Context: an optimization exercise on an open-source flow, tuned for small area. The choices shown serve that exercise and are no tape-out recipe. Power figures rest on the tool's default switching activity, not on a simulated workload.

Setup of main:
==> flow/design.v <==
module port_ingress_buffer #(
  parameter  int DATA_WIDTH = 128,
  parameter  int PORT_NUB   = 16,
  parameter  int PORT_ID    = 3,
  parameter  int FIFO_DEPTH = 8,
  localparam int PW         = $clog2(PORT_NUB),
  localparam int CW         = $clog2(FIFO_DEPTH) + 1,
  localparam int WIDTH_PORT = 2*PW + DATA_WIDTH
) (
  input  logic                         clk,
  input  logic                         rst_n,
  input  logic                         in_valid,
  output logic                         in_ready,
  input  logic [PW-1:0]                in_rx_port,
  input  logic [DATA_WIDTH-1:0]        in_data,
  input  logic                         slot_start,
  input  logic                         grant,
  output logic [WIDTH_PORT-1:0]        port_out,
  output logic                         req_valid,
  output logic [CW-1:0]                fifo_count,
  output logic                         drop_err,
  output logic [7:0]                   stall_cnt
);
  localparam int                    PTRW  = CW - 1;
  localparam int                    EW    = PW + DATA_WIDTH;
  localparam logic [PW-1:0]         MY_ID = PW'(PORT_ID);
  logic [EW-1:0]         r_mem [FIFO_DEPTH];
  logic [PTRW-1:0]       r_wr_ptr;
  logic [FIFO_DEPTH-1:0] r_rd_oh;      
  logic [FIFO_DEPTH-1:0] r_sel;        
  logic [CW-1:0]         r_count;
  logic                  r_drop_err;
  logic                  r_req_valid;
  logic [7:0]            r_stall;
  logic                  w_in_ready;
  logic                  w_push;
  logic                  w_loopback;
  logic                  w_store;
  logic                  w_pop;
  logic                  w_offer;
  logic [FIFO_DEPTH-1:0] w_rd_oh_nxt;
  logic [EW-1:0]         w_head;
  assign w_in_ready = !r_count[CW-1] && rst_n;
  assign w_push     = in_valid && w_in_ready;
  assign w_loopback = (in_rx_port == MY_ID);
  assign w_store    = w_push && !w_loopback;
  assign w_pop      = r_req_valid && grant;
  assign w_offer    = slot_start && (r_req_valid ? (grant && (r_count > CW'(1)))
                                                 : (r_count != '0));
  always_ff @(posedge clk) begin
    for (int i = 0; i < FIFO_DEPTH; i++)
      if (w_store && (r_wr_ptr == PTRW'(i))) r_mem[i] <= {in_rx_port, in_data};
  end
  always_ff @(posedge clk) begin
    if (!rst_n) begin
      r_wr_ptr    <= '0;
      r_rd_oh     <= FIFO_DEPTH'(1);
      r_sel       <= '0;
      r_count     <= '0;
      r_drop_err  <= 1'b0;
      r_req_valid <= 1'b0;
      r_stall     <= 8'd0;
    end else begin
      if (w_store) r_wr_ptr <= r_wr_ptr + 1'b1;
      r_rd_oh    <= w_rd_oh_nxt;
      r_count    <= r_count + CW'(w_store) - CW'(w_pop);
      r_drop_err <= w_push && w_loopback;
      if (!r_req_valid || grant) begin
        r_req_valid <= w_offer;
        r_sel       <= w_offer ? w_rd_oh_nxt : '0;
      end
      if (w_pop)
        r_stall <= 8'd0;
      else if (r_req_valid && slot_start && (r_stall != 8'hFF))
        r_stall <= r_stall + 8'd1;
    end
  end
  assign w_rd_oh_nxt = w_pop ? {r_rd_oh[FIFO_DEPTH-2:0], r_rd_oh[FIFO_DEPTH-1]} : r_rd_oh;
  logic [EW-1:0] w_g0_n, w_g1_n, w_g2_n;
  assign w_g0_n = ~((r_mem[0] & {EW{r_sel[0]}}) | (r_mem[1] & {EW{r_sel[1]}}) |
                    (r_mem[2] & {EW{r_sel[2]}}));
  assign w_g1_n = ~((r_mem[3] & {EW{r_sel[3]}}) | (r_mem[4] & {EW{r_sel[4]}}) |
                    (r_mem[5] & {EW{r_sel[5]}}));
  assign w_g2_n = ~((r_mem[6] & {EW{r_sel[6]}}) | (r_mem[7] & {EW{r_sel[7]}}));
  assign w_head = ~(w_g0_n & w_g1_n & w_g2_n);
  assign in_ready   = w_in_ready;
  assign port_out   = {w_head[EW-1:DATA_WIDTH] | (MY_ID & {PW{!r_req_valid}}),
                       MY_ID, w_head[DATA_WIDTH-1:0]};
  assign req_valid  = r_req_valid;
  assign fifo_count = r_count;
  assign drop_err   = r_drop_err;
  assign stall_cnt  = r_stall;
endmodule
Settings: LEC_CHECK=0, CAP_MARGIN=20, CORE_MARGIN=2, CORE_UTILIZATION=65, CTS_BUF_LIST=sky130_fd_sc_hd__clkbuf_8, CTS_CLUSTER_DIAMETER=50, CTS_CLUSTER_SIZE=22, SLEW_MARGIN=20; clock period 4.0 ns.
run.sh (not shown) runs the stock make flow with config.mk's settings and CLKGATE_MAP_FILE= SYNTH_SCRIPT=/design/flow/synth_recipe.tcl, a recipe that flattens the netlist after the stock synthesis.
--- input diff main..the feature branch ---
- CTS_CLUSTER_SIZE changed from 22 to 18
- CORE_UTILIZATION changed from 65 to 40
- CTS_CLUSTER_DIAMETER changed from 50 to 60
[summary]
Delta (the feature branch minus main): count of TritonRoute iterations in the first routing pass increased by 1 relative to the old numbers; total power density per cell area decreased by 2.5% relative to the old numbers; final critical path time including I/O delays and setup decreased by 0.024 ns relative to the old numbers. Run comparison: the feature branch critical path capture point port_out[118]; main critical path capture point port_out[116].
No functional check of the RTL was part of any run of this note.

[port drivers added, routing unchanged]
The flow's constraints put no driver on any port. The routed layouts listed below were extracted and timed again, unchanged, in two steps.
Step 1 (the two cells are an assumption about what drives the block):
set clk [get_ports {clk}]
set_driving_cell -lib_cell sky130_fd_sc_hd__clkbuf_16 $clk
set_driving_cell -lib_cell sky130_fd_sc_hd__buf_2 [delete_from_list [all_inputs] $clk]
Step 2 moves the port delays by t, midway between the first and last clock arrival at a register: inputs arrive t later, outputs are due t later. That takes back most of the time a late clock gives input paths.
a / b / c = no drivers / after step 1 / after step 2; a / b = the first two.
run	t (ns)	setup WS [ns]	worst slew at a driven data input, ns
main	0.762	0.292 / 0.231 / 0.580	0.10
the feature branch	0.774	0.316 / 0.256 / 0.651	0.13
After both steps every run listed still meets setup and hold.
